This is an optimization exercise on Yosys and OpenROAD, whose aim is small area, a short achievable clock period and few clock cycles per item, not a production implementation. In this exercise RTL edits were held to simulation tests only and were not proved equivalent to the original. No activity file was given, so power comes from the tool's default toggle rates.

===== flow/flow/run.sh =====
#!/bin/bash
# The standard layout with two changes to how it is made:
# - plain buf_1 cells as the input and output port buffers (every port still
#   gets its own buffer);
# - yosys synth without its internal "abc -fast" pre-mapping (-noabc), so
#   that the adder extraction sees the full-adder tree as written. Registers
#   and their names are the same as in the standard synthesis.
# The make output goes to standard.log; ORFS's per-step logs stay under
# orfs/logs/.
set -euo pipefail
export BUFFER_PORTS_ARGS="-buffer_cell sky130_fd_sc_hd__buf_1"
export SYNTH_ARGS="-noabc"
bash standard.sh > standard.log 2>&1

===== flow/standard.sh =====
#!/bin/bash
# synth_recipe.tcl (not shown) runs the flow's synth.tcl, then flattens the netlist and writes it again
# the make line also repeats each setting of config.mk as NAME=value (left out here)
make -C /OpenROAD-flow-scripts/flow DESIGN_CONFIG=/design/flow/config.mk WORK_HOME=/design/flow/orfs CLKGATE_MAP_FILE= SYNTH_SCRIPT=/design/flow/synth_recipe.tcl "${@:-finish}"

===== flow/config.mk =====
export PLATFORM = sky130hd
export DESIGN_NAME = matmul_engine
export DESIGN_NICKNAME = matmul_engine
export VERILOG_FILES = /design/flow/design.v
export SDC_FILE = /design/flow/constraint.sdc
export NUM_CORES = 4
export LEC_CHECK = 0
export CAP_MARGIN = 20
export CORE_MARGIN = 2
export CORE_UTILIZATION = 40
export CTS_BUF_LIST = sky130_fd_sc_hd__clkbuf_8
export SETUP_SLACK_MARGIN = 2.3
export SLEW_MARGIN = 20

===== flow/constraint.sdc =====
create_clock -name core_clock -period 7.0 [get_ports {clk_i}]
set_input_delay 1.4000 -clock core_clock [delete_from_list [all_inputs] [get_ports {clk_i}]]
set_output_delay 1.4000 -clock core_clock [all_outputs]
set_load 0.01 [all_outputs]

===== flow/design.v =====
package matmul_pkg;
    localparam int DEF_DATA_WIDTH = 8;
    localparam int DEF_BUS_WIDTH  = 16;
    localparam int DEF_DIM        = 4;
endpackage
module pe_sat
#(
    parameter int DATA_WIDTH = 8,
    parameter int BUS_WIDTH  = 16
) (
    input  logic                  clk_i,
    input  logic                  clr_i,     
    input  logic                  load_i,    
    input  logic [BUS_WIDTH-1:0]  init_i,
    input  logic [3:0]            bo_one,    
    input  logic [3:0]            bo_two,
    input  logic [3:0]            bo_neg,
    input  logic [DATA_WIDTH-1:0] a_i,
    output logic [BUS_WIDTH-1:0]  acc_o,
    output logic                  flag_o
);
    logic [16:0] s_q, c_q, s_d, c_d;
    logic [16:0] sum;
    logic        overflow, flag_q, flag_d;
    logic [15:0] res, base;
    logic pp1, pp2, pp3, pp4, pp5, pp6, pp7, pp8, pp9, pp10, pp11, pp12, pp13, pp14, pp15, pp16, pp17, pp18, pp19, pp20, pp21, pp22, pp23, pp24, pp25, pp26, pp27, pp28, pp29, pp30, pp31, pp32, pp33, pp34, pp35, pp36, pp37, pp38, pp39, pp40, fs41, fc42, fs43, fc44, fs45, fc46, fs47, fc48, fs49, fc50, hs51, hc52, fs53, fc54, fs55, fc56, fs57, fc58, fs59, fc60, fs61, fc62, fs63, fc64, fs65, fc66, fs67, fc68, fs69, fc70, hs71, hc72, fs73, fc74, fs75, fc76, fs77, fc78, fs79, fc80, fs81, fc82, fs83, fc84, fs85, fc86, fs87, fc88, fs89, fc90, fs91, fc92, fs93, fc94, hs95, hc96, fs97, fc98, fs99, fc100, fs101, fc102, fs103, fc104, fs105, fc106, hs107, hc108, fs109, fc110, fs111, fc112, fs113, fc114, fs115, fc116, fs117, fc118;
    assign sum      = s_q + c_q;
    assign overflow = sum[16] != sum[15];
    assign res      = overflow ? {sum[16], {15{!sum[16]}}} : sum[15:0];
    assign acc_o    = res;
    assign flag_o   = flag_q || overflow;
    always_comb begin
        if (clr_i)       base = '0;
        else if (load_i) base = init_i;
        else             base = res;
    end
    assign flag_d = !(clr_i || load_i) && (flag_q || overflow);
    assign pp1 = ((bo_one[0] & a_i[0]) | (bo_two[0] & 1'b0)) ^ bo_neg[0];
    assign pp2 = ((bo_one[0] & a_i[1]) | (bo_two[0] & a_i[0])) ^ bo_neg[0];
    assign pp3 = ((bo_one[0] & a_i[2]) | (bo_two[0] & a_i[1])) ^ bo_neg[0];
    assign pp4 = ((bo_one[0] & a_i[3]) | (bo_two[0] & a_i[2])) ^ bo_neg[0];
    assign pp5 = ((bo_one[0] & a_i[4]) | (bo_two[0] & a_i[3])) ^ bo_neg[0];
    assign pp6 = ((bo_one[0] & a_i[5]) | (bo_two[0] & a_i[4])) ^ bo_neg[0];
    assign pp7 = ((bo_one[0] & a_i[6]) | (bo_two[0] & a_i[5])) ^ bo_neg[0];
    assign pp8 = ((bo_one[0] & a_i[7]) | (bo_two[0] & a_i[6])) ^ bo_neg[0];
    assign pp9 = ((bo_one[0] & a_i[7]) | (bo_two[0] & a_i[7])) ^ bo_neg[0];
    assign pp10 = ~pp9;
    assign pp11 = ((bo_one[1] & a_i[0]) | (bo_two[1] & 1'b0)) ^ bo_neg[1];
    assign pp12 = ((bo_one[1] & a_i[1]) | (bo_two[1] & a_i[0])) ^ bo_neg[1];
    assign pp13 = ((bo_one[1] & a_i[2]) | (bo_two[1] & a_i[1])) ^ bo_neg[1];
    assign pp14 = ((bo_one[1] & a_i[3]) | (bo_two[1] & a_i[2])) ^ bo_neg[1];
    assign pp15 = ((bo_one[1] & a_i[4]) | (bo_two[1] & a_i[3])) ^ bo_neg[1];
    assign pp16 = ((bo_one[1] & a_i[5]) | (bo_two[1] & a_i[4])) ^ bo_neg[1];
    assign pp17 = ((bo_one[1] & a_i[6]) | (bo_two[1] & a_i[5])) ^ bo_neg[1];
    assign pp18 = ((bo_one[1] & a_i[7]) | (bo_two[1] & a_i[6])) ^ bo_neg[1];
    assign pp19 = ((bo_one[1] & a_i[7]) | (bo_two[1] & a_i[7])) ^ bo_neg[1];
    assign pp20 = ~pp19;
    assign pp21 = ((bo_one[2] & a_i[0]) | (bo_two[2] & 1'b0)) ^ bo_neg[2];
    assign pp22 = ((bo_one[2] & a_i[1]) | (bo_two[2] & a_i[0])) ^ bo_neg[2];
    assign pp23 = ((bo_one[2] & a_i[2]) | (bo_two[2] & a_i[1])) ^ bo_neg[2];
    assign pp24 = ((bo_one[2] & a_i[3]) | (bo_two[2] & a_i[2])) ^ bo_neg[2];
    assign pp25 = ((bo_one[2] & a_i[4]) | (bo_two[2] & a_i[3])) ^ bo_neg[2];
    assign pp26 = ((bo_one[2] & a_i[5]) | (bo_two[2] & a_i[4])) ^ bo_neg[2];
    assign pp27 = ((bo_one[2] & a_i[6]) | (bo_two[2] & a_i[5])) ^ bo_neg[2];
    assign pp28 = ((bo_one[2] & a_i[7]) | (bo_two[2] & a_i[6])) ^ bo_neg[2];
    assign pp29 = ((bo_one[2] & a_i[7]) | (bo_two[2] & a_i[7])) ^ bo_neg[2];
    assign pp30 = ~pp29;
    assign pp31 = ((bo_one[3] & a_i[0]) | (bo_two[3] & 1'b0)) ^ bo_neg[3];
    assign pp32 = ((bo_one[3] & a_i[1]) | (bo_two[3] & a_i[0])) ^ bo_neg[3];
    assign pp33 = ((bo_one[3] & a_i[2]) | (bo_two[3] & a_i[1])) ^ bo_neg[3];
    assign pp34 = ((bo_one[3] & a_i[3]) | (bo_two[3] & a_i[2])) ^ bo_neg[3];
    assign pp35 = ((bo_one[3] & a_i[4]) | (bo_two[3] & a_i[3])) ^ bo_neg[3];
    assign pp36 = ((bo_one[3] & a_i[5]) | (bo_two[3] & a_i[4])) ^ bo_neg[3];
    assign pp37 = ((bo_one[3] & a_i[6]) | (bo_two[3] & a_i[5])) ^ bo_neg[3];
    assign pp38 = ((bo_one[3] & a_i[7]) | (bo_two[3] & a_i[6])) ^ bo_neg[3];
    assign pp39 = ((bo_one[3] & a_i[7]) | (bo_two[3] & a_i[7])) ^ bo_neg[3];
    assign pp40 = ~pp39;
    assign fs41 = bo_neg[0] ^ pp1 ^ base[0];
    assign fc42 = (bo_neg[0] & pp1) | (bo_neg[0] & base[0]) | (pp1 & base[0]);
    assign fs43 = pp2 ^ base[1] ^ fc42;
    assign fc44 = (pp2 & base[1]) | (pp2 & fc42) | (base[1] & fc42);
    assign fs45 = bo_neg[1] ^ pp3 ^ pp11;
    assign fc46 = (bo_neg[1] & pp3) | (bo_neg[1] & pp11) | (pp3 & pp11);
    assign fs47 = base[2] ^ fs45 ^ fc44;
    assign fc48 = (base[2] & fs45) | (base[2] & fc44) | (fs45 & fc44);
    assign fs49 = pp4 ^ pp12 ^ base[3];
    assign fc50 = (pp4 & pp12) | (pp4 & base[3]) | (pp12 & base[3]);
    assign hs51 = fc46 ^ fs49;
    assign hc52 = fc46 & fs49;
    assign fs53 = bo_neg[2] ^ pp5 ^ pp13;
    assign fc54 = (bo_neg[2] & pp5) | (bo_neg[2] & pp13) | (pp5 & pp13);
    assign fs55 = pp21 ^ base[4] ^ fs53;
    assign fc56 = (pp21 & base[4]) | (pp21 & fs53) | (base[4] & fs53);
    assign fs57 = fc50 ^ fs55 ^ hc52;
    assign fc58 = (fc50 & fs55) | (fc50 & hc52) | (fs55 & hc52);
    assign fs59 = pp6 ^ pp14 ^ pp22;
    assign fc60 = (pp6 & pp14) | (pp6 & pp22) | (pp14 & pp22);
    assign fs61 = base[5] ^ fc54 ^ fs59;
    assign fc62 = (base[5] & fc54) | (base[5] & fs59) | (fc54 & fs59);
    assign fs63 = fc56 ^ fs61 ^ fc58;
    assign fc64 = (fc56 & fs61) | (fc56 & fc58) | (fs61 & fc58);
    assign fs65 = bo_neg[3] ^ pp7 ^ pp15;
    assign fc66 = (bo_neg[3] & pp7) | (bo_neg[3] & pp15) | (pp7 & pp15);
    assign fs67 = pp23 ^ pp31 ^ base[6];
    assign fc68 = (pp23 & pp31) | (pp23 & base[6]) | (pp31 & base[6]);
    assign fs69 = fc60 ^ fs65 ^ fs67;
    assign fc70 = (fc60 & fs65) | (fc60 & fs67) | (fs65 & fs67);
    assign hs71 = fc62 ^ fs69;
    assign hc72 = fc62 & fs69;
    assign fs73 = pp8 ^ pp16 ^ pp24;
    assign fc74 = (pp8 & pp16) | (pp8 & pp24) | (pp16 & pp24);
    assign fs75 = pp32 ^ base[7] ^ fc66;
    assign fc76 = (pp32 & base[7]) | (pp32 & fc66) | (base[7] & fc66);
    assign fs77 = fs73 ^ fc68 ^ fs75;
    assign fc78 = (fs73 & fc68) | (fs73 & fs75) | (fc68 & fs75);
    assign fs79 = fc70 ^ fs77 ^ hc72;
    assign fc80 = (fc70 & fs77) | (fc70 & hc72) | (fs77 & hc72);
    assign fs81 = ~(pp10 ^ pp17);
    assign fc82 = pp10 | pp17;
    assign fs83 = pp25 ^ pp33 ^ base[8];
    assign fc84 = (pp25 & pp33) | (pp25 & base[8]) | (pp33 & base[8]);
    assign fs85 = fc74 ^ fs81 ^ fs83;
    assign fc86 = (fc74 & fs81) | (fc74 & fs83) | (fs81 & fs83);
    assign fs87 = fc76 ^ fs85 ^ fc78;
    assign fc88 = (fc76 & fs85) | (fc76 & fc78) | (fs85 & fc78);
    assign fs89 = ~(pp18 ^ pp26);
    assign fc90 = pp18 | pp26;
    assign fs91 = pp34 ^ base[9] ^ fc82;
    assign fc92 = (pp34 & base[9]) | (pp34 & fc82) | (base[9] & fc82);
    assign fs93 = fs89 ^ fc84 ^ fs91;
    assign fc94 = (fs89 & fc84) | (fs89 & fs91) | (fc84 & fs91);
    assign hs95 = fc86 ^ fs93;
    assign hc96 = fc86 & fs93;
    assign fs97 = pp20 ^ pp27 ^ pp35;
    assign fc98 = (pp20 & pp27) | (pp20 & pp35) | (pp27 & pp35);
    assign fs99 = base[10] ^ fc90 ^ fs97;
    assign fc100 = (base[10] & fc90) | (base[10] & fs97) | (fc90 & fs97);
    assign fs101 = fc92 ^ fs99 ^ fc94;
    assign fc102 = (fc92 & fs99) | (fc92 & fc94) | (fs99 & fc94);
    assign fs103 = ~(pp28 ^ pp36);
    assign fc104 = pp28 | pp36;
    assign fs105 = base[11] ^ fc98 ^ fs103;
    assign fc106 = (base[11] & fc98) | (base[11] & fs103) | (fc98 & fs103);
    assign hs107 = fc100 ^ fs105;
    assign hc108 = fc100 & fs105;
    assign fs109 = pp30 ^ pp37 ^ base[12];
    assign fc110 = (pp30 & pp37) | (pp30 & base[12]) | (pp37 & base[12]);
    assign fs111 = fc104 ^ fs109 ^ fc106;
    assign fc112 = (fc104 & fs109) | (fc104 & fc106) | (fs109 & fc106);
    assign fs113 = ~(pp38 ^ base[13]);
    assign fc114 = pp38 | base[13];
    assign fs115 = fc110 ^ fs113 ^ fc112;
    assign fc116 = (fc110 & fs113) | (fc110 & fc112) | (fs113 & fc112);
    assign fs117 = pp40 ^ base[14] ^ fc114;
    assign fc118 = (pp40 & base[14]) | (pp40 & fc114) | (base[14] & fc114);
    assign s_d[0] = fs41;
    assign c_d[0] = 1'b0;
    assign s_d[1] = fs43;
    assign c_d[1] = 1'b0;
    assign s_d[2] = fs47;
    assign c_d[2] = 1'b0;
    assign s_d[3] = fc48;
    assign c_d[3] = hs51;
    assign s_d[4] = fs57;
    assign c_d[4] = 1'b0;
    assign s_d[5] = fs63;
    assign c_d[5] = 1'b0;
    assign s_d[6] = fc64;
    assign c_d[6] = hs71;
    assign s_d[7] = fs79;
    assign c_d[7] = 1'b0;
    assign s_d[8] = fc80;
    assign c_d[8] = fs87;
    assign s_d[9] = fc88;
    assign c_d[9] = hs95;
    assign s_d[10] = hc96;
    assign c_d[10] = fs101;
    assign s_d[11] = fc102;
    assign c_d[11] = hs107;
    assign s_d[12] = hc108;
    assign c_d[12] = fs111;
    assign s_d[13] = fs115;
    assign c_d[13] = 1'b0;
    assign s_d[14] = fc116;
    assign c_d[14] = fs117;
    assign s_d[15] = ~base[15];
    assign c_d[15] = fc118;
    assign s_d[16] = 1'b1;
    assign c_d[16] = 1'b0;
    always_ff @(posedge clk_i) begin
        s_q    <= s_d;
        c_q    <= c_d;
        flag_q <= flag_d;
    end
endmodule
module matmul_engine
#(
    parameter int DATA_WIDTH = matmul_pkg::DEF_DATA_WIDTH,
    parameter int BUS_WIDTH  = matmul_pkg::DEF_BUS_WIDTH,
    parameter int DIM        = matmul_pkg::DEF_DIM
) (
    input  logic                          clk_i,
    input  logic                          rst_i,
    input  logic                          start_i,
    input  logic                          mode_i,
    input  logic [DIM*DATA_WIDTH-1:0]     a_col_i,
    input  logic [DIM*DATA_WIDTH-1:0]     b_row_i,
    input  logic                          op_valid_i,
    output logic                          op_ready_o,
    input  logic [DIM*DIM*BUS_WIDTH-1:0]  c_i,
    output logic [DIM*DIM*BUS_WIDTH-1:0]  m_o,
    output logic [DIM*DIM-1:0]            flags_o,
    output logic                          busy_o,
    output logic                          done_o,
    output logic [$clog2(DIM+1)-1:0]      beat_cnt_o
);
    localparam int CW = $clog2(DIM + 1);
    logic          busy_q, done_q;
    logic [CW-1:0] beat_cnt_q;
    logic          start_ok, accept, last;
    assign start_ok = start_i && !busy_q && !rst_i;
    assign accept   = op_valid_i && busy_q && !rst_i;
    assign last     = (beat_cnt_q == CW'(DIM - 1));
    always_ff @(posedge clk_i) begin
        if (rst_i) begin
            busy_q     <= 1'b0;
            done_q     <= 1'b0;
            beat_cnt_q <= '0;
        end else begin
            done_q <= accept && last;
            if (start_ok) begin
                busy_q     <= 1'b1;
                beat_cnt_q <= '0;
            end else if (accept) begin
                beat_cnt_q <= beat_cnt_q + CW'(1);
                if (last) busy_q <= 1'b0;
            end
        end
    end
    assign op_ready_o = busy_q;
    assign busy_o     = busy_q;
    assign done_o     = done_q;
    assign beat_cnt_o = beat_cnt_q;
    logic [3:0] bo_one [DIM];
    logic [3:0] bo_two [DIM];
    logic [3:0] bo_neg [DIM];
    for (genvar j = 0; j < DIM; j++) begin : g_booth
        logic [DATA_WIDTH:0] bx;
        assign bx = {b_row_i[j*DATA_WIDTH +: DATA_WIDTH], 1'b0};
        for (genvar k = 0; k < 4; k++) begin : g_digit
            logic hi, mid, lo;
            assign lo  = bx[2*k];
            assign mid = bx[2*k+1];
            assign hi  = bx[2*k+2];
            assign bo_one[j][k] = accept && (mid ^ lo);
            assign bo_two[j][k] = accept && ((hi && !mid && !lo) || (!hi && mid && lo));
            assign bo_neg[j][k] = hi;
        end
    end
    for (genvar i = 0; i < DIM; i++) begin : g_row
        for (genvar j = 0; j < DIM; j++) begin : g_col
            pe_sat #(
                .DATA_WIDTH (DATA_WIDTH),
                .BUS_WIDTH  (BUS_WIDTH)
            ) u_pe (
                .clk_i  (clk_i),
                .clr_i  (rst_i),
                .load_i (start_ok),
                .init_i (mode_i ? c_i[(i*DIM+j)*BUS_WIDTH +: BUS_WIDTH] : '0),
                .bo_one (bo_one[j]),
                .bo_two (bo_two[j]),
                .bo_neg (bo_neg[j]),
                .a_i    (a_col_i[i*DATA_WIDTH +: DATA_WIDTH]),
                .acc_o  (m_o[(i*DIM+j)*BUS_WIDTH +: BUS_WIDTH]),
                .flag_o (flags_o[i*DIM+j])
            );
        end
    end
endmodule

==> summary.md, run 1 <==
| Metric | Value |
|---|---|
| Most numerous cell in the Yosys netlist | fa_1 |
| Worst hold path type | reg2reg |
| Worst skew pair latency | between 700 and 800 ps |
| CTS clock-pin slew for the worst setup and hold paths | 70 ps |
| Post-layout min period | about 4600 ps |
| Final Setup Violations | 0 |
| Global-route wire length before repair | between 200 and 250 mm |
| Mean Syn Cell Area | between 9 and 10 µm² |
| Top cell type's share of synthesized area | 0.219 |
| Clock Path Buffers | 3 |
| Die area | ~120,000 µm² |
| Antenna violations before repair | 12 |
| Slowest CP cell | or3_1 |
| Post-synthesis cell type count | between 90 and 100 |
| Leak | around 0.021 µW |
| Synthesis Warnings | 8 |
| Final Max Slew Viols | 0 |
| Cells after synthesis | about 4,900 |
| Worst-Margin Slew | 1100 ps |
| CTS H-tree depth | 3 |
| Die H | around 340 µm |
| Fmax | around 0.22 GHz |
| Routed via count | 38,800 |
| Area grow syn2layout | 16.3% |
| CTS Hold Bufs | 0 |
| CTS tree | done |
| Avg WL per Cell | ~23 µm |
| Post-Synthesis Net Count | a little over 6,000 |
| Top delay family on crit path | compound AO/OA/AOI/OAI gates |
| Clk root buf | clkbuf_8 |
| Outcome | finished clean |
| Cell area power density | ~560 nW/µm² |
| WP data required | 5600 ps |
| Die width | about 340 µm |
| Number of synthesized flops with an enable pin | 0 |
| Aggregate global-route resource usage | 0.256 |
| Final period util | 0.658 |
| CP Capture Type | output port |
| Global route overflow | 0 |
| Final Util | 0.469 |
| DR iter-0 viols | about 2,700 |
| Nets@finish | around 6,500 |
| #FFs+latches synth | between 400 and 500 |
| Slew HR | 0.264 |
| Cell Area, Synth | 45,300 µm² |
| Synth area leader | fa_1 |
| Synth area leaders | fa_1 (22%), dfxtp_1 (19%), ha_1 (8.9%), xnor2_1 (6.9%), a22oi_1 (6.7%) |
| Maximum vdd drop | just over 0.0005 V |
| Max-cap viol count | 0 |
| Post-synthesis async set-or-reset flop share | 0 |
| Setup WS pre-CTS | ~1300 ps |
| Seq/Total Area, Yosys | 0.186 |
| IO buf count | about 600 |
| Final worst slack | ~2400 ps |
| Total routed wirelength | ~160 mm |
| Core area | ~110,000 µm² |
| Worst Path Arrival | around 3200 ps |
| First-pass iteration count of the detailed router | 6 |
| Endpoints failing hold | 0 |
| Worst Setup Start Kind | flop |
| Top cells by count, synth | fa_1 (496), inv_1 (427), dfxtp_1 (421) |
| Vias per cell | around 5.6 |
| Share of cells above drive strength 1 | 0.117 |
| # rows | approximately 120 |
| Routability Congestion | about 0.9 |
| Max incr delay on CP | slightly below 400 ps |
| Clock sink count | about 420 |
| RSZ-0062 raised after global routing | true |
| Critical path class | reg2out |
| Post-DP HPWL | 114 mm |
| Top_reg_cell synth | dfxtp_1 |
| R2r setup slk | 2450 ps |
| Largest net degree at the start of global routing | ~150 |
| Vias in the first global route | 38,300 |
| DRC viols | 0 |
| Number of CTS-inserted buffers | 85 |
| Starting density of the core | 0.403 |
| Setup TNS | 0 ps |
| # IOs | 603 |
| Maximum fanout along the worst path | 8 |
| Routed Antenna Nets | 0 |
| Clock skew | between 40 and 50 ps |
| Crit-path cells | ha_1, a21o_1, a31o_2, o41ai_4, xnor2_2, and2_4, or3_1, buf_1 |
| Worst path buffer plus inverter count | 1 |
[layout make-up]
type,count,area (µm²)
fillers,11000,59700
multi-input cells,3660,34900
flip-flops and latches,421,8430
repair buffers,759,3870
well taps,1500,1880
inverters,427,1600
clock buffers,105,1450
clock inverters,52,573
diodes,7,17.5
[metal layers]
layer	global-route usage	vias to the layer above	wire length [µm]
met5	0	-	44
met4	0.0770	6	4030
met3	0.0433	223	11500
met2	0.409	1495	72000
met1	0.354	19100	68800
li1	-	17900	-
[registers in the layout, summed over array words and instances, names as in the netlist]
name                     flops
beat_cnt_q                   3
busy_q                       1
done_q                       1
g_row.g_col.u_pe.c_q       144
g_row.g_col.u_pe.flag_q     16
g_row.g_col.u_pe.s_q       256
[worst reg2reg max path: cells and delay by family (launching register included)]
family                   cells  cell delay, ps
buffers and inverters        4             550
AND/OR/NAND/NOR              1             340
adder cells (fa/ha/maj)      5            1900
AO/OA/AOI/OAI                6            1350
flip-flops                   1             300
[cells by family after synthesis]
logic type      Yosys count  share of synthesized area
compound gates         1404                      0.218
buf+inv                 833                     0.0715
mux                     120                     0.0274
xor+xnor                582                      0.113
simple gates            698                     0.0715
flops                   421                      0.186
fa+ha+maj               840                      0.313
[cells in the final DEF, fill, tap and decap left out, types with 105 or more instances in the layout]
cell      synthesis  layout
buf_1            45     531
ha_1            322     312
a22o_1          225     225
fa_1            496     480
xor2_1          223     223
clkbuf_8          0     105
nand2_1         253     247
nor2_1          211     192
xnor2_1         358     356
dfxtp_1         421     421
o21ai_0         351     288
buf_4            18     131
inv_1           427     442
a22oi_1         403     403
[power breakdown]
| group | total [µW] | leakage (µW) | switching, µW | internal [µW] |
|---|---|---|---|---|
| Sequential | 4450 | 0.00354 | 632 | 3820 |
| Combinational | 22100 | 0.0168 | 13400 | 8690 |
| Clock | 3050 | 0.00108 | 1240 | 1810 |
[path summary, 6_finish.rpt]
check,from,end,depth (start not counted)
hold / removal,g_row[1].g_col[1].u_pe.flag_q,g_row[1].g_col[1].u_pe.flag_q,2
hold reg to reg,g_row[1].g_col[1].u_pe.flag_q,g_row[1].g_col[1].u_pe.flag_q,2
setup / recovery,g_row[2].g_col[0].u_pe.s_q[11],flags_o[8],8
setup reg to reg,g_row[0].g_col[0].u_pe.c_q[9],g_row[0].g_col[0].u_pe.s_q[7],16
[through the flow]
stage	total power (µW)	cells	hold slack (ps)	instance area (µm²)
after floorplan	18200	4898	445	45600
after global placement	24100	6680	457	48800
after detailed placement	24400	6680	484	48800
after CTS	28700	6865	493	51600
after global routing	32400	6928	522	52700
final	29600	6931	492	52700
[what timing repair did]
action                                  CTS  global route
cloned                                    3            15
buffers inserted                         25            44
gates resized for setup                 141           133
endpoints found under the setup margin  255           336
pin swaps                                26            38
Testbench counts, summed over its fixed seeds: cycles 8,008, items 1,600.
==> run 2, diff against run 1 <==
==> flow/config.mk (replaced) <==
export PLATFORM = sky130hd
export DESIGN_NAME = matmul_engine
export DESIGN_NICKNAME = matmul_engine
export VERILOG_FILES = /design/flow/design.v
export SDC_FILE = /design/flow/constraint.sdc
export NUM_CORES = 4
export LEC_CHECK = 0
export ABC_AREA = 1
export CAP_MARGIN = 20
export CORE_MARGIN = 2
export CORE_UTILIZATION = 40
export SETUP_SLACK_MARGIN = 2.5
export SLEW_MARGIN = 20
==> summary.md, run 2 <==
| Metric | Value |
|---|---|
| Outcome | finished clean |
| Post-synthesis async set-or-reset flop share | 0 (unchanged) |
| Most numerous cell in the Yosys netlist | nand2_1 |
| Total routed wirelength | 165 mm (+5.7%) |
| Post-synthesis cell type count | 41 (-58%) |
| Fmax | 0.225 GHz (+3.9%) |
| Top cell type's share of synthesized area | 0.214 (-0.00532) |
| Critical path class | in2reg |
| FF+latch area | 8430 µm² (unchanged) |
| CTS Hold Bufs | 0 (unchanged) |
| Die area | 119,000 µm² (+2.5%) |
| Top cells by count, synth | nand2_1 (1,810), inv_1 (636), xor2_1 (625) |
| WP data required | 7530 ps (+1930 ps) |
| Number of synthesized flops with an enable pin | 0 (unchanged) |
| Die H | 345 µm (+1.2%) |
| Clock power share | 0.102 (about the same) |
| Nets@finish | 7,497 (+15%) |
| Post-layout min period | 4440 ps (-171 ps) |
| Die width | 345 µm (+1.2%) |
| Worst Path Arrival | 4970 ps (+1760 ps) |
| Max-cap viol count | 0 (unchanged) |
| Aggregate global-route resource usage | 0.270 (+0.0135) |
| Seq/Total Area, Yosys | 0.182 (-0.00452) |
| DRC viols | 0 (unchanged) |
| Global route overflow | 0 (unchanged) |
| Clk root buf | clkbuf_16 |
| IO buf count | 602 (unchanged) |
| Final period util | 0.634 (-0.0245) |
| Leak | 0.0260 µW (+21%) |
| Starting density of the core | 0.405 (+0.00170) |
| Cell Area, Synth | 46,400 µm² (+2.5%) |
| Maximum fanout along the worst path | 20 (+12) |
| Synthesis Warnings | 8 (unchanged) |
| # rows | 124 (+0.81%) |
| Cells after synthesis | 5,949 (+21%) |
| Share of cells above drive strength 1 | 0.0631 (-0.0543) |
| Max incr delay on CP | 520 ps (+130 ps) |
| Post-Synthesis Net Count | 7,092 (+17%) |
| CTS tree | done |
| Cell repeated most along the worst path | fa_1 |
| Commonest non-fill, non-tap cell in the layout | nand2_1 |
| First-pass iteration count of the detailed router | 6 (unchanged) |
| Routed via count | 41,300 (+6.5%) |
| Seq pwr share | 0.153 (+0.002) |
| Avg WL per Cell | 20.9 µm (-7.5%) |
| Vias per cell | 5.21 (-6.8%) |
| Largest net degree at the start of global routing | 94 (-38%) |
| CTS H-tree depth | 2 (-1) |
| CTS clock-pin slew for the worst setup and hold paths | 60 ps (about the same) |
| CP Capture Type | flop |
| Top_reg_cell synth | dfxtp_1 |
| P_sw | 16,200 µW (+6.3%) |
| #FFs+latches synth | 421 (unchanged) |
| Slowest CP cell | fa_1 |
| Routed Antenna Nets | 0 (unchanged) |
| Synth area leader | fa_1 |
| Core area | 115,000 µm² (+2.1%) |
| Worst hold path type | reg2reg |
| Regs by FF count | g_row.g_col.u_pe.s_q (256), g_row.g_col.u_pe.c_q (144), g_row.g_col.u_pe.flag_q (16) |
| Synth area leaders | fa_1 (21%), dfxtp_1 (18%), nand2_1 (15%), xor2_1 (12%), ha_1 (8.7%) |
| Antenna violations before repair | 20 (+8) |
| Slew HR | 0.264 (about the same) |
| Max reg flops | 256 (unchanged) |
| Vias in the first global route | 40,200 (+5.1%) |
| # IOs | 603 (unchanged) |
| Area grow syn2layout | 12.2% |
| Post-Layout Cell Count | 7,921 (+14%) |
| Fillers | 11,700 (+6.2%) |
| Multi-input gate area | 34,100 µm² (-2.1%) |
| Global-route wire length before repair | 243 mm (+5.3%) |
| Clock Path Buffers | 3 (unchanged) |
| Final Max Slew Viols | 0 (unchanged) |
| Clock sink count | 421 (unchanged) |
| Placed cell count | 7,781 (+16%) |
| Worst Setup Start Kind | primary input |
| Cell area power density | 558 nW/µm² (-0.47%) |
| Final Setup Violations | 0 (unchanged) |
| Crit-path cells | buf_1, nand2_4, nor2_8, buf_12, buf_4, nand2_2, buf_4, o22ai_1, xor2_1, fa_1, fa_1, ha_1, fa_1 |
| Routability Congestion | 0.909 (+0.42%) |
| DR iter-0 viols | 3,280 (+21%) |
| RSZ-0062 raised after global routing | true |
| Most frequent cells in the layout | nand2_1 (1,795), xor2_1 (625), inv_1 (607), buf_1 (576), fa_1 (496) |
| Post-DP HPWL | 124 mm (+9.0%) |
| Worst skew pair latency | 680 ps (-70 ps) |
| Worst-Margin Slew | 1100 ps (-0.917 ps) |
| Combinational Power Share | 0.744 (-0.002) |
| Mean Syn Cell Area | 7.80 µm² (-16%) |
| Internal power | 12,900 µW (-10%) |
| Clock skew | 37.9 ps (-8.76 ps) |
| Setup TNS | 0 ps (unchanged) |
| Switching share of power | 0.557 (+0.0413) |
| Endpoints failing hold | 0 (unchanged) |
| Number of CTS-inserted buffers | 54 (-36%) |
| Top reg by flops | g_row.g_col.u_pe.s_q |
| Maximum vdd drop | 0.000385 V (-24%) |
==> run 2: changes by cell type after synthesis, moves of 105 or more <==
cell      before   now
a22o_1       225     0
a22oi_1      403     0
buf_2         27   132
clkbuf_1     313   142
inv_1        427   636
nand2_1      253  1810
nand3_1       51   166
o21ai_0      351    51
o22ai_1        7   399
xnor2_1      358    31
xor2_1       223   625
==> run 2: final cells by class <==
type | instances | area share
inverters | 646 | 0.0476
multi-input cells | 4518 | 0.655
repair inverters | 3 | 0.000408
diodes | 9 | 0.000432
clock buffers | 75 | 0.0300
well taps | 1512 | 0.0363
flip-flops and latches | 421 | 0.162
repair buffers | 710 | 0.0626
clock inverters | 27 | 0.00564
==> run 2: per-layer routing <==
| metal | track usage | vias up | routed length (µm) |
|---|---|---|---|
| li1 | - | 19600 | - |
| met1 | 0.363 | 19700 | 71100 |
| met2 | 0.425 | 1650 | 73600 |
| met3 | 0.0538 | 278 | 13900 |
| met4 | 0.105 | 20 | 6590 |
| met5 | 0 | - | 141 |
==> run 2: cell families after synthesis <==
| family | count (synthesis) | synth area share |
|---|---|---|
| AO/OA/AOI/OAI | 712 | 0.103 |
| XOR/XNOR | 656 | 0.124 |
| adder cells (fa/ha/maj) | 818 | 0.301 |
| buffers and inverters | 1012 | 0.0897 |
| flip-flops | 421 | 0.182 |
| AND/OR/NAND/NOR | 2330 | 0.202 |
==> run 2: final timing paths <==
| kind | startpoint | to | slack [ps] | cells past startpoint |
|---|---|---|---|---|
| setup / recovery | op_valid_i | g_row[0].g_col[1].u_pe.s_q[7] | 2560 | 13 |
| hold reg to reg | g_row[0].g_col[1].u_pe.flag_q | g_row[0].g_col[1].u_pe.flag_q | 480 | 2 |
| hold / removal | g_row[0].g_col[1].u_pe.flag_q | g_row[0].g_col[1].u_pe.flag_q | 480 | 2 |
| setup reg to reg | busy_q | g_row[0].g_col[1].u_pe.s_q[7] | 2910 | 12 |
==> run 2: power groups by stage <==
stage	clock, µW	sequential, µW	combinational (µW)
final	2980	4450	21700
after global routing	3140	4570	24700
after CTS	3050	4450	21700
after detailed placement	0	4480	21500
after global placement	0	4490	21200
after floorplan	0	4290	14800
==> run 2: repair_timing <==
item	CTS	global route
setup endpoints to repair	252	136
pin swaps	2	5
buffers inserted	18	5
cloned	1	5
gates resized for setup	24	53
==> run 2: critical path, delay by kind of cell <==
| kind | cells | cell delay (ps) |
|---|---|---|
| AND/OR/NAND/NOR | 3 | 550 |
| XOR/XNOR | 1 | 260 |
| adder cells (fa/ha/maj) | 4 | 1700 |
| AO/OA/AOI/OAI | 1 | 190 |
| buffers and inverters | 4 | 840 |
==> run 2: through the flow <==
| step | hold slack (ps) | setup slack [ps] | instance area, µm² | total power, µW | utilization |
|---|---|---|---|---|---|
| floorplan | 435 | 2500 | 46400 | 19100 | - |
| global placement | 451 | 1180 | 49600 | 25700 | 0.433 |
| detailed placement | 459 | 1030 | 49600 | 26000 | 0.433 |
| CTS | 477 | 2460 | 51700 | 29200 | 0.451 |
| global route | 525 | 2430 | 52100 | 32400 | 0.454 |
| finish | 478 | 2560 | 52100 | 29100 | 0.454 |
==> run 3, diff against run 2 <==
--- a/flow/config.mk
+++ b/flow/config.mk
@@ -9,5 +9,5 @@
 export CAP_MARGIN = 20
 export CORE_MARGIN = 2
 export CORE_UTILIZATION = 40
-export SETUP_SLACK_MARGIN = 2.5
+export SETUP_SLACK_MARGIN = 2.7
 export SLEW_MARGIN = 20
==> summary.md, run 3 <==
| Metric | Value |
|---|---|
| Outcome | finished clean |
| Top_reg_cell synth | dfxtp_1 |
| Clock skew | 21.5 ps (-16.4 ps) |
| DR iter-0 viols | 2,778 (-15%) |
| Routability Congestion | 0.887 (-2.4%) |
| Post-layout min period | 4280 ps (-158 ps) |
| Most numerous cell in the Yosys netlist | nand2_1 |
| # rows | 124 (unchanged) |
| Synth area leader | fa_1 |
| Final worst slack | 2720 ps (+158 ps) |
| Global-route wire length before repair | 245 mm (+0.78%) |
| Clk root buf | clkbuf_16 |
| Top delay family on crit path | simple AND/OR/NAND/NOR gates |
| DP Area | 49,700 µm² (+0.24%) |
| Regs by FF count | g_row.g_col.u_pe.s_q (256), g_row.g_col.u_pe.c_q (144), g_row.g_col.u_pe.flag_q (16) |
| Post-DP HPWL | 125 mm (+0.84%) |
| Max-cap viol count | 0 (unchanged) |
| DRC viols | 0 (unchanged) |
| Largest net degree at the start of global routing | 123 (+31%) |
| Final Setup Violations | 0 (unchanged) |
| Critical Path Stages | 10 (-3) |
| Worst path buffer plus inverter count | 2 (-2) |
| Global route overflow | 0 (unchanged) |
| Setup WS pre-CTS | 1140 ps (+102 ps) |
| WP data required | 5600 ps (-1930 ps) |
| Worst hold path type | reg2reg |
| Slew HR | 0.303 (+0.0386) |
| Most frequent cells in the layout | nand2_1 (1,777), xor2_1 (625), inv_1 (607), buf_1 (563), fa_1 (464) |
| Clock Path Buffers | 3 (unchanged) |
| Worst Setup Start Kind | flop |
| CTS H-tree depth | 2 (unchanged) |
| Cell repeated most along the worst path | nand2_1 |
| Design area | 53,200 µm² (+2.1%) |
| IO buf count | 602 (unchanged) |
| Fin Hold WS | 477 ps (-0.152 ps) |
| Top cells by count, synth | nand2_1 (1,810), inv_1 (636), xor2_1 (625) |
| Fillers | 11,700 (+0.30%) |
| Critical path class | reg2out |
| Worst Path Arrival | 2880 ps (-2090 ps) |
| Final period util | 0.611 (-0.0226) |
| #FFs+latches synth | 421 (unchanged) |
| Post-synthesis async set-or-reset flop share | 0 (unchanged) |
| Worst-Margin Slew | 1050 ps (-56.7 ps) |
| Final Max Slew Viols | 0 (unchanged) |
| Aggregate global-route resource usage | 0.271 (+0.00174) |
| Cells after synthesis | 5,949 (unchanged) |
| Starting density of the core | 0.405 (unchanged) |
| Commonest non-fill, non-tap cell in the layout | nand2_1 |
| Vias per cell | 5.19 (-0.37%) |
| Clock sink count | 421 (unchanged) |
| Slowest CP cell | ha_1 |
| Core area | 115,000 µm² (unchanged) |
| Synthesis Warnings | 8 (unchanged) |
| Max reg flops | 256 (unchanged) |
| CP Capture Type | output port |
| Top reg by flops | g_row.g_col.u_pe.s_q |
| Maximum fanout along the worst path | 16 (-20%) |
| CTS clock-pin slew for the worst setup and hold paths | 60 ps (about the same) |
| Worst skew pair latency | 680 ps (about the same) |
| Post-Synthesis Net Count | 7,092 (unchanged) |
| Die area | 119,000 µm² (unchanged) |
| Routed via count | 41,300 (+0.15%) |
| Nets@finish | 7,536 (+0.52%) |
| Leak | 0.0264 µW (+1.4%) |
| Mean Syn Cell Area | 7.80 µm² (unchanged) |
| # IOs | 603 (unchanged) |
| Setup TNS | 0 ps (unchanged) |
| Cell area power density | 563 nW/µm² (+0.82%) |
| RSZ-0062 raised after global routing | true |
| First-pass iteration count of the detailed router | 6 (unchanged) |
| CTS tree | done |
| Crit-path cells | ha_1, a21oi_1, nand2_1, nand2_1, nand3_1, nor2_4, inv_2, nand2_4, nand2_1, buf_1 |
| Antenna violations before repair | 20 (unchanged) |
| Hold Path Cell Cnt | 2 (unchanged) |
| Total routed wirelength | 166 mm (+0.30%) |
| Number of synthesized flops with an enable pin | 0 (unchanged) |
| Number of CTS-inserted buffers | 56 (+3.7%) |
| Cell Area, Synth | 46,400 µm² (unchanged) |
| Area grow syn2layout | 14.6% |
| Top cell type's share of synthesized area | 0.214 (unchanged) |
| Share of cells above drive strength 1 | 0.0817 (+0.0186) |
| Maximum vdd drop | 0.000489 V (+27%) |
| Fmax | 0.234 GHz (+3.7%) |
| Post-synthesis cell type count | 41 (unchanged) |
| Routed Antenna Nets | 0 (unchanged) |
| Max incr delay on CP | 350 ps (-170 ps) |
| Avg WL per Cell | 20.8 µm (-0.22%) |
| Die H | 345 µm (unchanged) |
| Seq/Total Area, Yosys | 0.182 (unchanged) |
| R2r worst-path depth | 15 (+3) |
| Vias in the first global route | 40,600 (+0.93%) |
| Endpoints failing hold | 0 (unchanged) |
| Die width | 345 µm (unchanged) |
| Synth area leaders | fa_1 (21%), dfxtp_1 (18%), nand2_1 (15%), xor2_1 (12%), ha_1 (8.7%) |
==> run 3: cell counts after synthesis <==
No cell type changed its count.
==> run 3: area by class of cell <==
cell class / instances / area [µm²] / share of cell area
timing repair buffer: 746 / 3670 / 0.0691
timing repair inverter: 2 / 16.3 / 0.000306
sequential: 421 / 8430 / 0.158
antenna: 12 / 30.0 / 0.000565
inverter: 646 / 2490 / 0.0467
multi-input combinational: 4520 / 34600 / 0.651
clock inverter: 25 / 398 / 0.00748
tap: 1512 / 1890 / 0.0356
clock buffer: 78 / 1610 / 0.0303
==> run 3: cells by family after synthesis <==
logic type / Yosys count / synth area share
compound gates: 712 / 0.103
xor+xnor: 656 / 0.124
fa+ha+maj: 818 / 0.301
buf+inv: 1012 / 0.0897
flops: 421 / 0.182
simple gates: 2330 / 0.202
==> run 3: timing repair <==
action | CTS | global route
setup buffers | 14 | 43
resized for setup | 76 | 137
cloned | 2 | 6
pin swaps | 6 | 15
hold buffers | 0 | 0
endpoints found under the setup margin | 304 | 258
==> run 3: path summary, 6_finish.rpt <==
kind	from	end	slack, ps
hold reg to reg	g_row[0].g_col[1].u_pe.flag_q	g_row[0].g_col[1].u_pe.flag_q	480
setup reg to reg	g_row[0].g_col[2].u_pe.c_q[11]	g_row[0].g_col[2].u_pe.s_q[7]	2880
hold / removal	g_row[0].g_col[1].u_pe.flag_q	g_row[0].g_col[1].u_pe.flag_q	480
setup / recovery	g_row[0].g_col[2].u_pe.c_q[11]	m_o[38]	2720
==> run 3: power by group <==
part	total (µW)	internal [µW]	switching (µW)
sequential	4430	3860	567
combinational	22300	7540	14800
clock	3200	1940	1260
total	29900	13300	16600
==> run 3: worst reg2reg max path: stages, from the launching register on <==
cell and delay (ps):
dfxtp_1 310, ha_1 350, a21oi_1 260, nand2_1 110, nand2_1 90, nand3_1 110, nor2_4 250, inv_2 90
nand2_4 220, nand2_1 250, nand2_1 120, nand2_1 170, fa_1 510, fa_1 500, ha_1 230, fa_1 450
==> run 3: per-layer routing <==
metal | part of all wire | track usage | up-vias
li1 | - | - | 19700
met1 | 0.44 | 0.366 | 19800
met2 | 0.44 | 0.417 | 1592
met3 | 0.093 | 0.0715 | 264
met4 | 0.033 | 0.0988 | 10
met5 | 0.00037 | 0 | -
==> run 3: stage by stage <==
| stage | instances | utilization | power [µW] |
|---|---|---|---|
| global route | 7958 | 0.464 | 33300 |
| detailed placement | 7781 | 0.434 | 26100 |
| floorplan | 5949 | - | 19100 |
| CTS | 7900 | 0.456 | 29700 |
| finish | 7962 | 0.464 | 29900 |
| global placement | 7780 | 0.434 | 25800 |
==> run 4, diff against run 3 <==
--- a/flow/config.mk
+++ b/flow/config.mk
@@ -9,5 +9,5 @@
 export CAP_MARGIN = 20
 export CORE_MARGIN = 2
 export CORE_UTILIZATION = 40
-export SETUP_SLACK_MARGIN = 2.7
+export SETUP_SLACK_MARGIN = 2.9
 export SLEW_MARGIN = 20
==> summary.md, run 4 <==
| Metric | Value |
|---|---|
| Outcome | finished clean |
| Hold Crit Start | g_row[2].g_col[3].u_pe.flag_q |
| Worst skew pair latency | 670 ps (about the same) |
| Post-synthesis async set-or-reset flop share | 0 (unchanged) |
| IO buf count | 602 (unchanged) |
| Cell area power density | 567 nW/µm² (+0.77%) |
| Hold Path Sink | g_row[2].g_col[3].u_pe.flag_q |
| RSZ-0062 raised after global routing | true |
| R2r setup slk | 3130 ps (+250 ps) |
| Final Util | 0.487 (+0.0231) |
| Seq pwr share | 0.143 (-0.005) |
| Regs by FF count | g_row.g_col.u_pe.s_q (256), g_row.g_col.u_pe.c_q (144), g_row.g_col.u_pe.flag_q (16) |
| Aggregate global-route resource usage | 0.277 (+0.00522) |
| Starting density of the core | 0.405 (unchanged) |
| Maximum fanout along the worst path | 32 (+16) |
| Endpoints failing hold | 0 (unchanged) |
| WP data required | 7540 ps (+1940 ps) |
| Routed Antenna Nets | 0 (unchanged) |
| Top cell type's share of synthesized area | 0.214 (unchanged) |
| Combinational Power Share | 0.763 (+0.018) |
| Synth area leaders | fa_1 (21%), dfxtp_1 (18%), nand2_1 (15%), xor2_1 (12%), ha_1 (8.7%) |
| Routed via count | 42,100 (+2.0%) |
| Design area | 55,800 µm² (+5.0%) |
| Final Max Slew Viols | 0 (unchanged) |
| Antenna violations before repair | 16 (-20%) |
| Cells after synthesis | 5,949 (unchanged) |
| Internal power | 14,400 µW (+7.8%) |
| Worst-Margin Slew | 1050 ps (+4.80 ps) |
| Leak | 0.0270 µW (+2.5%) |
| CTS Hold Bufs | 0 (unchanged) |
| Seq/Total Area, Yosys | 0.182 (unchanged) |
| Top reg by flops | g_row.g_col.u_pe.s_q |
| CTS tree | done |
| CP Capture Type | flop |
| Setup TNS | 0 ps (unchanged) |
| Maximum vdd drop | 0.000415 V (-15%) |
| Total routed wirelength | 171 mm (+3.4%) |
| Final Setup Violations | 0 (unchanged) |
| Multi-input gate area | 36,500 µm² (+5.4%) |
| FF+latch area | 8440 µm² (+0.16%) |
| DP Area | 50,100 µm² (+0.66%) |
| Synthesis Warnings | 8 (unchanged) |
| Worst Path Arrival | 4640 ps (+1760 ps) |
| #FFs+latches synth | 421 (unchanged) |
| Max reg flops | 256 (unchanged) |
| Most frequent cells in the layout | nand2_1 (1,713), xor2_1 (613), inv_1 (583), buf_1 (516), fa_1 (441) |
| Setup WS pre-CTS | 1320 ps (+181 ps) |
| Top cells by count, synth | nand2_1 (1,810), inv_1 (636), xor2_1 (625) |
| First-pass iteration count of the detailed router | 6 (unchanged) |
| R2r endpoint | g_row[1].g_col[0].u_pe.s_q[7] |
| Worst hold path type | reg2reg |
| Clock skew | 25.9 ps (+4.41 ps) |
| Die H | 345 µm (unchanged) |
| R2r worst-path depth | 12 (-3) |
| Cell Area, Synth | 46,400 µm² (unchanged) |
| Post-Synthesis Net Count | 7,092 (unchanged) |
| Worst Setup Start Kind | primary input |
| Vias in the first global route | 40,900 (+0.85%) |
| Synth area leader | fa_1 |
| # IOs | 603 (unchanged) |
| Final period util | 0.587 (-0.0247) |
| Core area | 115,000 µm² (unchanged) |
| Vias per cell | 5.25 (+1.2%) |
| Clk root buf | clkbuf_16 |
| Die width | 345 µm (unchanged) |
| Most numerous cell in the Yosys netlist | nand2_1 |
| Placed cell count | 7,771 (-0.13%) |
| Fillers | 11,400 (-2.7%) |
| Critical path class | in2reg |
| P_sw | 17,300 µW (+4.1%) |
| Clock power share | 0.094 (-0.013) |
| Clock Path Buffers | 3 (unchanged) |
| Post-synthesis cell type count | 41 (unchanged) |
| Final worst slack | 2890 ps (+173 ps) |
| Top_reg_cell synth | dfxtp_1 |
| Slew HR | 0.300 (-0.00320) |
| Global route overflow | 0 (unchanged) |
| Fmax | 0.244 GHz (+4.2%) |
| Share of cells above drive strength 1 | 0.147 (+0.0656) |
| Number of synthesized flops with an enable pin | 0 (unchanged) |
| Global-route wire length before repair | 248 mm (+1.3%) |
| Mean Syn Cell Area | 7.80 µm² (unchanged) |
| FF-to-FF Start | busy_q |
| Largest net degree at the start of global routing | 94 (-24%) |
| CTS H-tree depth | 2 (unchanged) |
| Hold Path Cell Cnt | 2 (unchanged) |
| Nets@finish | 7,603 (+0.89%) |
| Switching share of power | 0.546 (-0.00866) |
| Post-DP HPWL | 122 mm (-1.9%) |
| Post-Layout Cell Count | 8,024 (+0.78%) |
| Avg WL per Cell | 21.4 µm (+2.6%) |
| Clock sink count | 421 (unchanged) |
| DR iter-0 viols | 3,190 (+15%) |
| # rows | 124 (unchanged) |
| Routability Congestion | 0.908 (+2.4%) |
| Die area | 119,000 µm² (unchanged) |
| Post-layout min period | 4110 ps (-173 ps) |
| Commonest non-fill, non-tap cell in the layout | nand2_1 |
| Area grow syn2layout | 20.3% |
| DRC viols | 0 (unchanged) |
| Max-cap viol count | 0 (unchanged) |
| CTS clock-pin slew for the worst setup and hold paths | 60 ps (about the same) |
| Number of CTS-inserted buffers | 55 (-1.8%) |
run 4: worst max-delay path by stage:
stage / start / to / cells after the start / slack, ps
global route: g_row[1].g_col[2].u_pe.c_q[8] / m_o[96] / 10 / 2860
CTS: g_row[3].g_col[1].u_pe.c_q[3] / flags_o[13] / 12 / 2880
detailed placement: op_valid_i / g_row[0].g_col[2].u_pe.c_q[10] / 12 / 1320
finish: a_col_i[22] / g_row[2].g_col[0].u_pe.s_q[7] / 8 / 2890
global placement: op_valid_i / g_row[3].g_col[2].u_pe.s_q[7] / 11 / 1140
floorplan: op_valid_i / g_row[0].g_col[3].u_pe.s_q[7] / 12 / 2730
run 4: layer usage:
layer,vias to the layer above,global-route usage,wire length (µm)
li1,19800,-,-
met1,20300,0.372,74000
met2,1687,0.439,77100
met3,323,0.0550,13500
met4,10,0.103,6830
met5,-,0,70
run 4: critical path, stage by stage:
cell     delay, ps
buf_1          130
inv_2          760
o22ai_1        230
xor2_1         210
fa_2           380
fa_1           570
fa_2           450
fa_1           490
run 4: cell type report:
cell class | instances | area share
timing repair inverter | 5 | 0.000717
antenna | 8 | 0.000359
clock buffer | 78 | 0.0284
tap | 1512 | 0.0339
sequential | 421 | 0.151
timing repair buffer | 796 | 0.0811
inverter | 646 | 0.0458
multi-input combinational | 4535 | 0.654
clock inverter | 23 | 0.00486
run 4: per-stage QoR:
step	hold WS, ps	total power (µW)
4_1_cts	476	30100
5_1_grt	491	35100
3_3_place_gp	450	25500
3_5_place_dp	461	25800
2_1_floorplan	435	19200
6_report	476	31700
run 4: power groups by stage:
stage,sequential (µW),clock (µW),combinational (µW)
final,4540,2970,24200
after global routing,4650,3130,27300
after CTS,4460,3050,22600
after detailed placement,4470,0,21300
after global placement,4470,0,21100
after floorplan,4290,0,14900
run 4: logic make-up (layout without fill, tap and decap cells):
family	count (synthesis)	in the layout	synth area share
other cells	0	8	0
flops	421	421	0.182
buf+inv	1012	1548	0.0897
fa+ha+maj	818	818	0.301
xor+xnor	656	656	0.124
compound gates	712	714	0.103
simple gates	2330	2347	0.202
run 4: timing repair:
item / 4_1_cts / 5_1_grt
cloned: 14 / 17
setup buffers: 57 / 55
hold endpoints to repair: 0 / 0
pin swaps: 28 / 88
endpoints found under the setup margin: 510 / 395
resized for setup: 206 / 422
==> run 5, diff against run 4 <==
--- a/flow/config.mk
+++ b/flow/config.mk
@@ -9,5 +9,6 @@
 export CAP_MARGIN = 20
 export CORE_MARGIN = 2
 export CORE_UTILIZATION = 40
-export SETUP_SLACK_MARGIN = 2.9
+export SETUP_SLACK_MARGIN = 2.6
 export SLEW_MARGIN = 20
+export TNS_END_PERCENT = 50
==> summary.md, run 5 <==
| Metric | Value |
|---|---|
| Synthesis Warnings | 8 (unchanged) |
| Vias in the first global route | 40,900 (-0.11%) |
| Clock sink count | 421 (unchanged) |
| Final Setup Violations | 0 (unchanged) |
| Worst Setup Start Kind | primary input |
| DRC viols | 0 (unchanged) |
| CTS clock-pin slew for the worst setup and hold paths | 60 ps (about the same) |
| Critical path class | in2reg |
| Max reg flops | 256 (unchanged) |
| CP Capture Type | flop |
| Antenna violations before repair | 26 (+10) |
| Post-Layout Cell Count | 7,969 (-0.69%) |
| Routability Congestion | 0.895 (-1.4%) |
| Number of synthesized flops with an enable pin | 0 (unchanged) |
| Post-synthesis cell type count | 41 (unchanged) |
| Clk root buf | clkbuf_16 |
| Hold Crit Start | g_row[2].g_col[3].u_pe.flag_q |
| Worst-Margin Slew | 1080 ps (+34.1 ps) |
| Hold Path Cell Cnt | 2 (unchanged) |
| Area grow syn2layout | 13.9% |
| Routed via count | 41,400 (-1.7%) |
| Top reg by flops | g_row.g_col.u_pe.s_q |
| Total routed wirelength | 166 mm (-3.2%) |
| Final Max Slew Viols | 0 (unchanged) |
| M3 GR Usage | 0.0620 (+0.00704) |
| Slew HR | 0.276 (-0.0238) |
| Commonest non-fill, non-tap cell in the layout | nand2_1 |
| RSZ-0062 raised after global routing | true |
| Clock power share | 0.103 (+0.009) |
| Max-cap viol count | 0 (unchanged) |
| Top_reg_cell synth | dfxtp_1 |
| Setup TNS | 0 ps (unchanged) |
| R2r worst-path depth | 18 (+6) |
| Regs by FF count | g_row.g_col.u_pe.s_q (256), g_row.g_col.u_pe.c_q (144), g_row.g_col.u_pe.flag_q (16) |
| Aggregate global-route resource usage | 0.272 (-0.00488) |
| Cell area power density | 558 nW/µm² (-1.6%) |
| Seq pwr share | 0.151 (+0.008) |
| Top cell type's share of synthesized area | 0.214 (unchanged) |
| CTS tree | done |
| R2r setup slk | 2910 ps (-220 ps) |
| Post-layout min period | 4350 ps (+248 ps) |
| WP data required | 7540 ps (about the same) |
| Design area | 52,800 µm² (-5.3%) |
| Outcome | finished clean |
| Clock Path Buffers | 3 (unchanged) |
| IO buf count | 602 (unchanged) |
| Post-synthesis async set-or-reset flop share | 0 (unchanged) |
| Die width | 345 µm (unchanged) |
| Vias per cell | 5.20 (-1.0%) |
| Met1 GRT Util | 0.357 (-0.0150) |
| Post-Synthesis Net Count | 7,092 (unchanged) |
| Maximum vdd drop | 0.000393 V (-5.4%) |
| Core area | 115,000 µm² (unchanged) |
| P_sw | 16,400 µW (-5.4%) |
| Die area | 119,000 µm² (unchanged) |
| DR iter-0 viols | 2,998 (-6.0%) |
| First-pass iteration count of the detailed router | 7 (+1) |
| Worst hold path type | reg2reg |
| Global-route wire length before repair | 245 mm (-1.4%) |
| Pwr Total | 29,500 µW (-6.8%) |
| Final period util | 0.622 (+0.0354) |
| #FFs+latches synth | 421 (unchanged) |
| Internal power | 13,100 µW (-8.6%) |
| Avg WL per Cell | 20.8 µm (-2.5%) |
| GR peak layer | met2 |
| Seq/Total Area, Yosys | 0.182 (unchanged) |
| Cells after synthesis | 5,949 (unchanged) |
| Met2 usage | 0.447 (+0.00722) |
| Synth area leaders | fa_1 (21%), dfxtp_1 (18%), nand2_1 (15%), xor2_1 (12%), ha_1 (8.7%) |
| Clock skew | 13.3 ps (-12.6 ps) |
| Most frequent cells in the layout | nand2_1 (1,784), xor2_1 (625), inv_1 (608), buf_1 (574), fa_1 (482) |
| Top cells by count, synth | nand2_1 (1,810), inv_1 (636), xor2_1 (625) |
| Most numerous cell in the Yosys netlist | nand2_1 |
| Cell Area, Synth | 46,400 µm² (unchanged) |
| Switching share of power | 0.555 (+0.00856) |
| Synth area leader | fa_1 |
| Mean Syn Cell Area | 7.80 µm² (unchanged) |
| DP Area | 49,800 µm² (-0.55%) |
| # IOs | 603 (unchanged) |
| Largest net degree at the start of global routing | 83 (-12%) |
| Combinational Power Share | 0.746 (-0.017) |
| Number of CTS-inserted buffers | 55 (unchanged) |
| Endpoints failing hold | 0 (unchanged) |
| Post-DP HPWL | 126 mm (+2.8%) |
| Die H | 345 µm (unchanged) |
| # rows | 124 (unchanged) |
| Final Util | 0.461 (-0.0260) |
| R2r endpoint | g_row[0].g_col[1].u_pe.c_q[8] |
| Starting density of the core | 0.405 (unchanged) |
| FF-to-FF Start | g_row[0].g_col[1].u_pe.s_q[6] |
| Nets@finish | 7,545 (-0.76%) |
| Placed cell count | 7,794 (+0.30%) |
| Global route overflow | 0 (unchanged) |
| Leak | 0.0262 µW (-2.8%) |
| Worst Path Arrival | 4900 ps (+260 ps) |
| Fmax | 0.230 GHz (-5.7%) |
| Hold Path Sink | g_row[2].g_col[3].u_pe.flag_q |
| Share of cells above drive strength 1 | 0.0752 (-0.0721) |
| CTS H-tree depth | 2 (unchanged) |
| Routed Antenna Nets | 0 (unchanged) |
| Worst skew pair latency | 670 ps (about the same) |
| Maximum fanout along the worst path | 17 (-47%) |
run 5: per-stage QoR:
stage	hold slack (ps)	setup slack [ps]
finish	491	2650
global route	543	2530
CTS	482	2500
detailed placement	463	1220
global placement	449	1260
floorplan	435	2550
run 5: power groups by stage:
stage	combinational [µW]	clock (µW)	sequential (µW)
floorplan	14800	0	4290
global placement	21300	0	4480
detailed placement	21600	0	4470
CTS	21800	3120	4450
global route	25100	3210	4580
finish	22000	3050	4440
run 5: worst max-delay path, cell delays in order:
cell and delay, ps:
buf_1 110, inv_1 650, buf_4 420, o22ai_1 150, xor2_1 180, fa_1 440, fa_1 510, fa_1 530
fa_1 480
run 5: layer usage:
metal	vias to the layer above	part of all wire
met5	-	0.00071
met2	1585	0.46
met3	272	0.087
met4	20	0.031
met1	19800	0.42
li1	19700	-
run 5: layout make-up:
cell class,instances,area [µm²]
fillers,11600,61800
multi-input cells,4522,34400
flip-flops and latches,421,8430
repair buffers,754,3690
inverters,646,2500
well taps,1512,1890
clock buffers,78,1620
clock inverters,24,310
diodes,10,25.0
repair inverters,2,12.5
run 5: cells by family (layout without fill, tap and decap cells):
kind of cell             after synthesis  after routing  share of synthesized area
AND/OR/NAND/NOR                     2330           2334                      0.202
buffers and inverters               1012           1504                     0.0897
XOR/XNOR                             656            656                      0.124
AO/OA/AOI/OAI                        712            714                      0.103
adder cells (fa/ha/maj)              818            818                      0.301
flip-flops                           421            421                      0.182
other                                  0             10                          0
run 5: worst max-delay path by stage:
stage                                        from  slack, ps  cells after the start                              to
floorplan                              op_valid_i       2550                     11   g_row[1].g_col[3].u_pe.s_q[5]
global placement                       op_valid_i       1260                     10   g_row[3].g_col[2].u_pe.s_q[5]
detailed placement                     op_valid_i       1220                     10   g_row[3].g_col[2].u_pe.s_q[5]
CTS                 g_row[0].g_col[1].u_pe.c_q[3]       2500                     13                         m_o[23]
global route                           b_row_i[5]       2530                     14  g_row[0].g_col[0].u_pe.s_q[13]
finish                                a_col_i[12]       2650                      9   g_row[1].g_col[1].u_pe.s_q[7]
run 5: what timing repair did:
action / CTS / global route
cloned: 4 / 5
buffers inserted: 19 / 35
hold buffers: 0 / 0
hold endpoints to repair: 0 / 0
pin swaps: 3 / 14
endpoints found under the setup margin: 252 / 171
gates resized for setup: 45 / 104
==> run 6, diff against run 5 <==
--- a/flow/config.mk
+++ b/flow/config.mk
@@ -11,4 +11,3 @@
 export CORE_UTILIZATION = 40
 export SETUP_SLACK_MARGIN = 2.6
 export SLEW_MARGIN = 20
-export TNS_END_PERCENT = 50
==> summary.md, run 6 <==
| Metric | Value |
|---|---|
| Synth area leaders | fa_1 (21%), dfxtp_1 (18%), nand2_1 (15%), xor2_1 (12%), ha_1 (8.7%) |
| Leak | 0.0263 µW (about the same) |
| Worst path buffer plus inverter count | 3 (unchanged) |
| Cells after synthesis | 5,949 (unchanged) |
| Cell repeated most along the worst path | fa_1 |
| First-pass iteration count of the detailed router | 6 (-1) |
| Clock sink count | 421 (unchanged) |
| Nets@finish | 7,522 (-0.30%) |
| Setup TNS | 0 ps (unchanged) |
| Internal power | 13,300 µW (+0.91%) |
| CP Capture Type | flop |
| WP data required | 7530 ps (about the same) |
| Worst-Margin Slew | 1140 ps (+55.6 ps) |
| Starting density of the core | 0.405 (unchanged) |
| Final Setup Violations | 0 (unchanged) |
| Clock power share | 0.111 (+0.008) |
| Aggregate global-route resource usage | 0.274 (+0.00259) |
| Final Max Slew Viols | 0 (unchanged) |
| Clock skew | 25.8 ps (+12.5 ps) |
| Routed via count | 41,200 (-0.60%) |
| Top reg by flops | g_row.g_col.u_pe.s_q |
| Die area | 119,000 µm² (unchanged) |
| Global route overflow | 0 (unchanged) |
| Routability Congestion | 0.905 (+1.2%) |
| Maximum vdd drop | 0.000434 V (+11%) |
| DR iter-0 viols | 3,018 (+0.67%) |
| Routed Antenna Nets | 0 (unchanged) |
| RSZ-0062 raised after global routing | true |
| Post-synthesis async set-or-reset flop share | 0 (unchanged) |
| Worst skew pair latency | 670 ps (about the same) |
| Final period util | 0.610 (-0.0121) |
| Most frequent cells in the layout | nand2_1 (1,790), xor2_1 (625), inv_1 (610), buf_1 (570), fa_1 (482) |
| # IOs | 603 (unchanged) |
| Crit-path cells | buf_1, nand2_4, nor2_4, buf_4, o2111ai_4, buf_4, o22ai_1, xor2_1, fa_1, fa_1, fa_1, fa_1 |
| Number of CTS-inserted buffers | 55 (unchanged) |
| Max reg flops | 256 (unchanged) |
| Total routed wirelength | 166 mm (-0.20%) |
| Pwr Total | 29,700 µW (+0.68%) |
| CTS H-tree depth | 2 (unchanged) |
| Top cell type's share of synthesized area | 0.214 (unchanged) |
| Top delay family on crit path | adder cells |
| Post-Layout Cell Count | 7,947 (-0.28%) |
| Slowest CP cell | fa_1 |
| Most numerous cell in the Yosys netlist | nand2_1 |
| DP Area | 49,700 µm² (about the same) |
| Post-Synthesis Net Count | 7,092 (unchanged) |
| Die H | 345 µm (unchanged) |
| Maximum fanout along the worst path | 6 (-11) |
| Mean Syn Cell Area | 7.80 µm² (unchanged) |
| #FFs+latches synth | 421 (unchanged) |
| IO buf count | 602 (unchanged) |
| Endpoints failing hold | 0 (unchanged) |
| Antenna violations before repair | 16 (-38%) |
| CTS clock-pin slew for the worst setup and hold paths | 60 ps (about the same) |
| Placed cell count | 7,789 (-0.064%) |
| # rows | 124 (unchanged) |
| Cell Area, Synth | 46,400 µm² (unchanged) |
| Switching share of power | 0.554 (-0.000990) |
| Max-cap viol count | 0 (unchanged) |
| P_sw | 16,400 µW (+0.50%) |
| Combinational Power Share | 0.738 (-0.008) |
| Fin Hold WS | 478 ps (-13.4 ps) |
| DRC viols | 0 (unchanged) |
| Vias per cell | 5.18 (-0.33%) |
| Max incr delay on CP | 490 ps (-160 ps) |
| Largest net degree at the start of global routing | 98 (+18%) |
| Number of synthesized flops with an enable pin | 0 (unchanged) |
| Vias in the first global route | 40,800 (-0.26%) |
| Die width | 345 µm (unchanged) |
| Clock Path Buffers | 3 (unchanged) |
| CTS Hold Bufs | 0 (unchanged) |
| Worst Setup Start Kind | primary input |
| Global-route wire length before repair | 247 mm (+0.82%) |
| CTS tree | done |
| Post-DP HPWL | 126 mm (+0.39%) |
| Core area | 115,000 µm² (unchanged) |
| Worst hold path type | reg2reg |
| Critical path class | in2reg |
| Post-synthesis cell type count | 41 (unchanged) |
| Seq/Total Area, Yosys | 0.182 (unchanged) |
| Top_reg_cell synth | dfxtp_1 |
| Regs by FF count | g_row.g_col.u_pe.s_q (256), g_row.g_col.u_pe.c_q (144), g_row.g_col.u_pe.flag_q (16) |
| Area grow syn2layout | 13.7% |
| Cell area power density | 563 nW/µm² (+0.81%) |
| Synthesis Warnings | 8 (unchanged) |
| Top cells by count, synth | nand2_1 (1,810), inv_1 (636), xor2_1 (625) |
| Design area | 52,800 µm² (-0.13%) |
| Slew HR | 0.239 (-0.0369) |
| Outcome | finished clean |
| Share of cells above drive strength 1 | 0.0724 (-0.00286) |
| Fmax | 0.234 GHz (+2.0%) |
| Commonest non-fill, non-tap cell in the layout | nand2_1 |
| Clk root buf | clkbuf_16 |
| Synth area leader | fa_1 |
| Post-layout min period | 4270 ps (-84.7 ps) |
| Avg WL per Cell | 20.8 µm (about the same) |
| Worst Path Arrival | 4800 ps (-100 ps) |
| Seq pwr share | 0.150 (about the same) |
-- run 6: cell counts after synthesis --
No cell type changed its count.
-- run 6: cell type report --
| class | instances | area (µm²) |
|---|---|---|
| inverter | 646 | 2480 |
| timing repair buffer | 734 | 3490 |
| fill | 11700 | 61900 |
| timing repair inverter | 2 | 16.3 |
| multi-input combinational | 4519 | 34400 |
| clock buffer | 71 | 1570 |
| sequential | 421 | 8430 |
| clock inverter | 32 | 517 |
| antenna | 10 | 25.0 |
| tap | 1512 | 1890 |
-- run 6: per-layer routing --
layer	wire (µm)	GRT usage
met4	6660	0.110
met2	73200	0.428
met3	12800	0.0524
met1	73000	0.374
met5	69	0
-- run 6: worst paths after layout --
kind	slack, ps	from	endpoint	depth (start not counted)
setup reg to reg	2850	g_row[3].g_col[0].u_pe.s_q[3]	g_row[3].g_col[0].u_pe.s_q[13]	16
setup / recovery	2730	op_valid_i	g_row[3].g_col[1].u_pe.s_q[5]	12
hold reg to reg	480	g_row[0].g_col[1].u_pe.flag_q	g_row[0].g_col[1].u_pe.flag_q	2
hold / removal	480	g_row[0].g_col[1].u_pe.flag_q	g_row[0].g_col[1].u_pe.flag_q	2
-- run 6: kinds of logic (layout without fill, tap and decap cells) --
group,count (synthesis),after routing,synth area share
buf+inv,1012,1485,0.0897
fa+ha+maj,818,818,0.301
simple gates,2330,2332,0.202
other cells,0,10,0
xor+xnor,656,656,0.124
flops,421,421,0.182
compound gates,712,713,0.103
-- run 6: power by group through the flow --
stage / clock network, µW / logic, µW / registers (µW)
floorplan: 0 / 14800 / 4290
global placement: 0 / 21300 / 4500
detailed placement: 0 / 21500 / 4490
CTS: 3370 / 21800 / 4470
global route: 3450 / 25000 / 4590
finish: 3310 / 21900 / 4470
-- run 6: repair_timing --
action                                  in CTS  in global routing
endpoints found under the setup margin     279                193
gates resized for setup                     64                 74
buffers inserted                            16                 24
pin swaps                                    4                  4
cloned                                       3                  2
-- run 6: tightest hold or removal path: stages, from the launching register on --
cell and delay, ps:
dfxtp_1 320, o21ai_0 80, inv_1 50
-- run 6: metrics by stage --
| stage | util | worst slack (ps) |
|---|---|---|
| floorplan | - | 2550 |
| global placement | 0.434 | 1320 |
| detailed placement | 0.434 | 1240 |
| CTS | 0.456 | 2570 |
| global route | 0.460 | 2570 |
| finish | 0.460 | 2730 |

-- re-timing with driven ports --
Ports are ideal in the flow. The routed layouts listed here were re-timed in OpenROAD. Step 1 assumes that a clkbuf_16 drives the clock port and a buf_2 every other input. Step 2 times the ports against the registers' clock, not the clock port: input delays grow and output delays shrink by t, the midpoint of the rising clock arrivals with the driver on. Slacks: ideal / step 1 / step 2; pairs: ideal / step 1.
run	shift t [ns]	slack for setup (ns)	worst register clock-pin slew, ns
run 1	0.802	2.391 / 2.317 / 1.657	0.07 / 0.07
run 2	0.728	2.562 / 2.605 / 1.877	0.07 / 0.07
run 3	0.736	2.721 / 2.647 / 2.022	0.07 / 0.07
run 4	0.730	2.893 / 2.877 / 2.212	0.07 / 0.07
run 5	0.733	2.645 / 2.633 / 1.962	0.06 / 0.06
run 6	0.730	2.730 / 2.664 / 1.998	0.07 / 0.07
After both steps setup and hold are still met in every run listed. The setup slack of run 1, which loses most, moves by -0.074 ns with the drivers and by -0.734 ns with both steps.
